From an optimization exercise on the open Yosys and OpenROAD flow, aimed at small area, a short achievable clock period and few clock cycles per item; shortcuts taken in it are not production practice.
In this exercise RTL edits were held to simulation tests only and were not proved equivalent to the original.

maple:
Design aes_block_encrypt_unit, start of the top module:
module aes_block_encrypt_unit (
	input  logic        clk,
	input  logic        arst_n,
	input  logic        start,
	output logic        busy,
	input  logic [63:0] plaintext_high,
	input  logic [63:0] plaintext_low,
	output logic        done,
	output logic [63:0] ciphertext_high,
	output logic [63:0] ciphertext_low,
	input  logic        cfg_we,
	input  logic [2:0]  cfg_index,
	input  logic [63:0] cfg_data
);
For scale: roughly 13,000 cells after synthesis, roughly 700 flip-flops, about 330 I/O pins, roughly 74,000 um^2 of cells after synthesis.
==> module aes_block_encrypt_unit, before the edit <==
module aes_block_encrypt_unit (
	input  logic        clk,
	input  logic        arst_n,
	input  logic        start,
	output logic        busy,
	input  logic [63:0] plaintext_high,
	input  logic [63:0] plaintext_low,
	output logic        done,
	output logic [63:0] ciphertext_high,
	output logic [63:0] ciphertext_low,
	input  logic        cfg_we,
	input  logic [2:0]  cfg_index,
	input  logic [63:0] cfg_data
);
	logic [1:0] key_size_d;
	logic m128_q, m192_q;     
	logic [63:0] key_part_q [0:3];
	logic [63:0] key_part_d [0:3];
	logic [3:0] kv_q, kv_d;
	logic [63:0] key_q [0:3];    
	logic [63:0] key_d [0:3];    
	logic busy_q, done_q;
	logic [3:0] rnd_q, g_nr;
	logic [7:0] rcon_q;
	logic ph1_q, ph2_q, odd_q;
	logic [255:0] win_q, win_in, win_step;
	logic [31:0] sin_q, sin_step, sin_load;
	logic [127:0] st_q, rnd_out;
	logic accept, last, stepping, m128, m192, rot_used;
	assign m128 = m128_q;
	assign m192 = m192_q;
	assign g_nr = m128 ? 4'd10 : (m192 ? 4'd12 : 4'd14);
	assign accept = start && !busy_q;
	assign last = busy_q && (rnd_q == g_nr);
	assign stepping = accept || (busy_q && !last);
	assign rot_used = m128 || (m192 ? !ph2_q : !odd_q);
	assign busy = busy_q;
	assign done = done_q;
	aes_key_expand u_kx (
		.win(win_in), .sin(sin_q), .m128(m128), .m192(m192), .ph1(ph1_q), .ph2(ph2_q),
		.odd(odd_q), .rcon(rcon_q), .step(stepping),
		.sload(sin_load),
		.wout(win_step), .sout(sin_step)
	);
	aes_round u_round (
		.state_in(st_q), .round_key(win_in[255:128]), .load_data({plaintext_high, plaintext_low}),
		.load(accept), .last(last), .state_out(rnd_out)
	);
	always_comb begin
		for (int i = 0; i < 4; i++)
		begin
			key_part_d[i] = (cfg_we && cfg_index == 3'(i + 1)) ? cfg_data : key_part_q[i];
			kv_d[i] = kv_q[i] || (cfg_we && cfg_index == 3'(i + 1));
			key_q[i] = key_part_q[i] & {64{kv_q[i]}};
			key_d[i] = key_part_d[i] & {64{kv_d[i]}};
		end
		key_size_d = (cfg_we && cfg_index == CFG_KEY_SIZE) ? cfg_data[1:0] : {!m128_q && !m192_q, m192_q};
		case (key_size_d)
			2'd0: sin_load = key_d[1][31:0];
			2'd1: sin_load = key_d[2][31:0];
			default: sin_load = key_d[3][31:0];
		endcase
		sin_load = {sin_load[23:0], sin_load[31:24]};
	end
	always_ff @(posedge clk or negedge arst_n) begin
		if (!arst_n) begin
			m128_q <= 1'b1;
			m192_q <= 1'b0;
			kv_q <= '0;
			busy_q <= 1'b0;
			done_q <= 1'b0;
			rnd_q <= '0;
			rcon_q <= 8'h01;
			ph1_q <= 1'b0;
			ph2_q <= 1'b0;
			odd_q <= 1'b0;
			sin_q <= '0;
		end else begin
			m128_q <= (key_size_d == 2'd0);
			m192_q <= (key_size_d == 2'd1);
			kv_q <= kv_d;
			done_q <= last;
			if (accept) begin
				busy_q <= 1'b1;
				rnd_q <= 4'd1;
			end else if (last) begin
				busy_q <= 1'b0;
				rnd_q <= 4'd0;
			end else if (busy_q) begin
				rnd_q <= rnd_q + 4'd1;
			end
			sin_q <= sin_step;
			if (stepping) begin
				if (rot_used) rcon_q <= aes_pkg::xtime(rcon_q);
				ph1_q <= !ph1_q && !ph2_q;
				ph2_q <= ph1_q;
				odd_q <= !odd_q;
			end else begin
				rcon_q <= 8'h01;
				ph1_q <= 1'b0;
				ph2_q <= 1'b0;
				odd_q <= 1'b0;
			end
		end
	end
	assign win_in = busy_q ? win_q : {key_q[0], key_q[1], key_q[2], key_q[3]};
	always_ff @(posedge clk) begin
		for (int i = 0; i < 4; i++) key_part_q[i] <= key_part_d[i];
		st_q <= rnd_out;
		win_q <= win_step;
	end
	assign ciphertext_high = st_q[127:64];
	assign ciphertext_low = st_q[63:0];
endmodule
Settings: LEC_CHECK=0, ABC_AREA=1, CAP_MARGIN=20, CORE_MARGIN=2, CORE_UTILIZATION=50, PLACE_DENSITY=0.65, SETUP_SLACK_MARGIN=2.0, SLEW_MARGIN=20; clock period 7.0 ns.
standard.sh (not shown) runs the stock make flow with config.mk's settings and CLKGATE_MAP_FILE= SYNTH_SCRIPT=/design/flow/synth_recipe.tcl, a recipe that flattens the netlist after the stock synthesis.
==> flow/flow/run.sh <==
#!/bin/bash
# Layout flow: the standard flow with two changes:
# - synthesis maps with ABC's area script using "dch -f" (full choice computation) instead of
#   "dch"; the rest of synthesis, and so every register, is unchanged;
# - the buffers placement puts on every input and output port are sky130_fd_sc_hd__buf_1.
# The make output goes to standard_flow.log; each ORFS step keeps its own log under orfs/logs.
set -euo pipefail
mkdir -p scripts_mod
cp -r "$FLOW_HOME"/scripts/. scripts_mod/
sed -i 's/^dch$/dch -f/' scripts_mod/abc_area.script
bash standard.sh "SCRIPTS_DIR=$PWD/scripts_mod" "BUFFER_PORTS_ARGS=-buffer_cell sky130_fd_sc_hd__buf_1" finish > standard_flow.log 2>&1
maple: full flow OK, the timing, design-rule and antenna checks passed
Testbench counts of maple, summed over its fixed seeds: cycles 30,296, blocks 2,304.
The following lists how oak was set up differently from maple:
diff --git a/flow/design.v b/flow/design.v
--- a/flow/design.v
+++ b/flow/design.v
@@ -290,9 +290,6 @@
 	logic m128_q, m192_q;     
 	logic [63:0] key_part_q [0:3];
 	logic [63:0] key_part_d [0:3];
-	logic [3:0] kv_q, kv_d;
-	logic [63:0] key_q [0:3];    
-	logic [63:0] key_d [0:3];    
 	logic busy_q, done_q;
 	logic [3:0] rnd_q, g_nr;
 	logic [7:0] rcon_q;
@@ -322,17 +319,12 @@
 	);
 	always_comb begin
 		for (int i = 0; i < 4; i++)
-		begin
 			key_part_d[i] = (cfg_we && cfg_index == 3'(i + 1)) ? cfg_data : key_part_q[i];
-			kv_d[i] = kv_q[i] || (cfg_we && cfg_index == 3'(i + 1));
-			key_q[i] = key_part_q[i] & {64{kv_q[i]}};
-			key_d[i] = key_part_d[i] & {64{kv_d[i]}};
-		end
 		key_size_d = (cfg_we && cfg_index == CFG_KEY_SIZE) ? cfg_data[1:0] : {!m128_q && !m192_q, m192_q};
 		case (key_size_d)
-			2'd0: sin_load = key_d[1][31:0];
-			2'd1: sin_load = key_d[2][31:0];
-			default: sin_load = key_d[3][31:0];
+			2'd0: sin_load = key_part_d[1][31:0];
+			2'd1: sin_load = key_part_d[2][31:0];
+			default: sin_load = key_part_d[3][31:0];
 		endcase
 		sin_load = {sin_load[23:0], sin_load[31:24]};
 	end
@@ -340,7 +332,7 @@
 		if (!arst_n) begin
 			m128_q <= 1'b1;
 			m192_q <= 1'b0;
-			kv_q <= '0;
+			for (int i = 0; i < 4; i++) key_part_q[i] <= '0;
 			busy_q <= 1'b0;
 			done_q <= 1'b0;
 			rnd_q <= '0;
@@ -352,7 +344,7 @@
 		end else begin
 			m128_q <= (key_size_d == 2'd0);
 			m192_q <= (key_size_d == 2'd1);
-			kv_q <= kv_d;
+			for (int i = 0; i < 4; i++) key_part_q[i] <= key_part_d[i];
 			done_q <= last;
 			if (accept) begin
 				busy_q <= 1'b1;
@@ -377,9 +369,8 @@
 			end
 		end
 	end
-	assign win_in = busy_q ? win_q : {key_q[0], key_q[1], key_q[2], key_q[3]};
+	assign win_in = busy_q ? win_q : {key_part_q[0], key_part_q[1], key_part_q[2], key_part_q[3]};
 	always_ff @(posedge clk) begin
-		for (int i = 0; i < 4; i++) key_part_q[i] <= key_part_d[i];
 		st_q <= rnd_out;
 		win_q <= win_step;
 	end
- Slew at the pin with the worst max-slew slack is higher on maple
- Delta (oak minus maple): synthesized-area fraction occupied by xor and xnor cells increased 1.2 points, synthesis-to-layout area growth went up, die area dropped about 1.6%, post-detailed-routing wire length -3.9%.
- Minimum clock period after layout delta (oak − maple): favourable
- [compare] base=maple new=oak: clock network latency to the later pin of the worst-skew pair now sits at about the same level, total global routing track utilization now sits lower, met2 layer usage reported by global route now sits lower, number of distinct library cells after synthesis now sits lower.
- From maple to oak the numbers moved as follows: least setup slack across all paths after layout grew by 0.027 ns, final cell count ~0 delta, flip-flop and latch count now sits lower.
Testbench counts of oak, summed over its fixed seeds: cycles 30,296, blocks 2,304.

* * *

Another version of the RTL of aes_block_encrypt_unit (not shown whole).
For scale: ~13000 cells after synthesis, ~690 flip-flops, roughly 330 I/O pins, ~0.078 mm2 of cells after synthesis.
==> flow/design.v (excerpt) <==
module aes_block_encrypt_unit (
	input  logic        clk,
	input  logic        arst_n,
	input  logic        start,
	output logic        busy,
	input  logic [63:0] plaintext_high,
	input  logic [63:0] plaintext_low,
	output logic        done,
	output logic [63:0] ciphertext_high,
	output logic [63:0] ciphertext_low,
	input  logic        cfg_we,
	input  logic [2:0]  cfg_index,
	input  logic [63:0] cfg_data
);
==> module aes_key_expand, before the edit <==
module aes_key_expand (
	input  logic [255:0] win,
	input  logic [31:0]  sin,
	input  logic         m128,
	input  logic         m192,
	input  logic         ph1,       
	input  logic         ph2,       
	input  logic         odd,       
	input  logic [7:0]   rcon,
	input  logic         step,      
	input  logic [255:0] kload,
	input  logic [31:0]  sload,
	output logic [255:0] wout,
	output logic [31:0]  sout
);
	logic [31:0] w [0:7];
	logic [31:0] q [0:7];
	logic [7:0] g;
	logic [31:0] sb, sbr, rc, p0, p1, p2, p3, a0, a1, qs;
	logic m256, gs, rot_next;
	always_comb begin
		for (int i = 0; i < 8; i++) w[i] = win[255 - 32*i -: 32];
		m256 = !m128 && !m192;
		sb = aes_pkg::sub_word(sin);
		rc = (m256 && odd) ? 32'h0 : {rcon, 24'h0};
		p0 = w[0] ^ rc;
		p1 = p0 ^ w[1];
		p2 = p1 ^ w[2];
		p3 = p2 ^ w[3];
		a0 = w[0] ^ w[5];
		a1 = a0 ^ w[1];
		if (m128) begin
			q[0] = p0; q[1] = p1; q[2] = p2; q[3] = p3;
			q[4] = p0; q[5] = p1; q[6] = p2; q[7] = p3;
			g = 8'hff;
		end else if (m192) begin
			q[0] = w[4]; q[1] = w[5];
			if (ph1) begin
				q[2] = a0; q[3] = a1; q[4] = w[2] ^ rc; q[5] = w[2] ^ w[3] ^ rc;
				g = 8'b00001100;
			end else if (ph2) begin
				q[2] = a0; q[3] = a1; q[4] = a1 ^ w[2]; q[5] = a1 ^ w[2] ^ w[3];
				g = 8'b00000000;
			end else begin
				q[2] = p0; q[3] = p1; q[4] = p2; q[5] = p3;
				g = 8'b00111100;
			end
			q[6] = p2; q[7] = p3;
		end else begin
			q[0] = w[4]; q[1] = w[5]; q[2] = w[6]; q[3] = w[7];
			q[4] = p0; q[5] = p1; q[6] = p2; q[7] = p3;
			g = 8'b00001111;
		end
		if (!step) begin
			for (int i = 0; i < 8; i++) q[i] = kload[255 - 32*i -: 32];
			g = 8'h00;
		end
		for (int i = 0; i < 8; i++) wout[255 - 32*i -: 32] = q[i] ^ (sb & {32{g[7-i]}});
		if (m192 && !ph1 && !ph2) begin
			qs = w[4] ^ w[5] ^ p3; gs = 1'b1;
		end else if (m192) begin
			qs = a1 ^ w[2] ^ w[3]; gs = 1'b0;
		end else begin
			qs = p3; gs = 1'b1;
		end
		rot_next = !(m256 && !odd);
		if (rot_next) begin
			qs = {qs[23:0], qs[31:24]};
			sbr = {sb[23:0], sb[31:24]};
		end else begin
			sbr = sb;
		end
		if (!step) begin
			qs = sload; gs = 1'b0;
		end
		sout = qs ^ (sbr & {32{gs}});
	end
endmodule
Settings: LEC_CHECK=0, ABC_AREA=1, CAP_MARGIN=20, CORE_MARGIN=2, CORE_UTILIZATION=50, PLACE_DENSITY=0.65, SETUP_SLACK_MARGIN=2.0, SLEW_MARGIN=20; clock period 7.0 ns.
Scripts as last shown in full above: flow/flow/run.sh
Testbench counts at the start, summed over its fixed seeds: cycles 30,296, blocks 2,304.
==> next run, changes <==
--- a/flow/design.v
+++ b/flow/design.v
@@ -226,57 +226,45 @@
 	output logic [31:0]  sout
 );
 	logic [31:0] w [0:7];
 	logic [31:0] q [0:7];
 	logic [7:0] g;
-	logic [31:0] sb, sbr, rc, p0, p1, p2, p3, a0, a1, qs;
+	logic [31:0] sb, sbr, rc, e, p0, p1, p2, p3, b2, b3, qs;
 	logic m256, gs, rot_next;
 	always_comb begin
 		for (int i = 0; i < 8; i++) w[i] = win[255 - 32*i -: 32];
 		m256 = !m128 && !m192;
 		sb = aes_pkg::sub_word(sin);
 		rc = (m256 && odd) ? 32'h0 : {rcon, 24'h0};
-		p0 = w[0] ^ rc;
+		e = (m192 && (ph1 || ph2)) ? w[5] : rc;
+		p0 = w[0] ^ e;
 		p1 = p0 ^ w[1];
 		p2 = p1 ^ w[2];
 		p3 = p2 ^ w[3];
-		a0 = w[0] ^ w[5];
-		a1 = a0 ^ w[1];
+		b2 = w[2] ^ rc;
+		b3 = b2 ^ w[3];
 		if (m128) begin
 			q[0] = p0; q[1] = p1; q[2] = p2; q[3] = p3;
-			q[4] = p0; q[5] = p1; q[6] = p2; q[7] = p3;
+			q[4] = p0; q[5] = p1;
 			g = 8'hff;
 		end else if (m192) begin
-			q[0] = w[4]; q[1] = w[5];
-			if (ph1) begin
-				q[2] = a0; q[3] = a1; q[4] = w[2] ^ rc; q[5] = w[2] ^ w[3] ^ rc;
-				g = 8'b00001100;
-			end else if (ph2) begin
-				q[2] = a0; q[3] = a1; q[4] = a1 ^ w[2]; q[5] = a1 ^ w[2] ^ w[3];
-				g = 8'b00000000;
-			end else begin
-				q[2] = p0; q[3] = p1; q[4] = p2; q[5] = p3;
-				g = 8'b00111100;
-			end
-			q[6] = p2; q[7] = p3;
+			q[0] = w[4]; q[1] = w[5]; q[2] = p0; q[3] = p1;
+			q[4] = ph1 ? b2 : p2; q[5] = ph1 ? b3 : p3;
+			g = ph1 ? 8'b00001111 : (ph2 ? 8'b00000011 : 8'b00111111);
 		end else begin
 			q[0] = w[4]; q[1] = w[5]; q[2] = w[6]; q[3] = w[7];
-			q[4] = p0; q[5] = p1; q[6] = p2; q[7] = p3;
+			q[4] = p0; q[5] = p1;
 			g = 8'b00001111;
 		end
+		q[6] = p2; q[7] = p3;
 		if (!step) begin
 			for (int i = 0; i < 8; i++) q[i] = kload[255 - 32*i -: 32];
 			g = 8'h00;
 		end
 		for (int i = 0; i < 8; i++) wout[255 - 32*i -: 32] = q[i] ^ (sb & {32{g[7-i]}});
-		if (m192 && !ph1 && !ph2) begin
-			qs = w[4] ^ w[5] ^ p3; gs = 1'b1;
-		end else if (m192) begin
-			qs = a1 ^ w[2] ^ w[3]; gs = 1'b0;
-		end else begin
-			qs = p3; gs = 1'b1;
-		end
+		qs = p3 ^ ((m192 && !ph1 && !ph2) ? (w[4] ^ w[5]) : 32'h0);
+		gs = !(m192 && (ph1 || ph2));
 		rot_next = !(m256 && !odd);
 		if (rot_next) begin
 			qs = {qs[23:0], qs[31:24]};
 			sbr = {sb[23:0], sb[31:24]};
 		end else begin
Wire length shrinks by 4.7%.
Maximum frequency went down by 1.3%.
Final cell count rose by 0.91%.
Worst setup slack gets worse by 0.062 ns.
Design area fell by 2.0%.
Die area drops by 1.8%.
Count of clock-buffer cells in the layout increases by 3.
Flip-flop and latch count is unchanged.
Register-to-register slack got worse by 0.06 ns.
Via count falls by 1.0%.
Hold slack degrades by 0.0037 ns.
Sequential share of layout area rose by 0.34 points.
Testbench counts after the change, summed over its fixed seeds: cycles 30,296, blocks 2,304.

==> port drivers added, routing unchanged <==
The results above use ideal ports. As a check the final layouts listed here were re-extracted and re-timed, cells and wires unchanged. Step 1 sets driving cells, clkbuf_16 on the clock port and buf_2 on the other inputs (assumed; they add their load-dependent delay and slew). Step 2 moves the port delays by t, midway between the first and last clock arrival at a register: inputs arrive t later, outputs are due t later. That takes back most of the time a late clock gives input paths. a / b / c = ideal / step 1 / step 2; a / b = the first two.
run | t (ns) | setup WS [ns] | hold slack, ns | worst slew at a driven data input, ns | cell pins on the clock port's net
maple | 0.805 | 2.007 / 2.007 / 2.007 | 0.491 / 0.491 / 0.491 | 0.14 | 1
oak | 0.787 | 2.034 / 2.034 / 1.929 | 0.480 / 0.480 / 0.480 | 0.17 | 1
the first run of note 2 | 0.820 | 2.147 / 2.147 / 2.126 | 0.499 / 0.499 / 0.499 | 0.18 | 1
the second run of note 2 | 0.806 | 2.085 / 2.085 / 1.575 | 0.495 / 0.495 / 0.495 | 0.17 | 1
After both steps setup and hold are still met in every run listed. For the second run of note 2, which loses most, drivers alone change the setup slack by 0.000 ns; drivers and shift together by -0.510 ns.
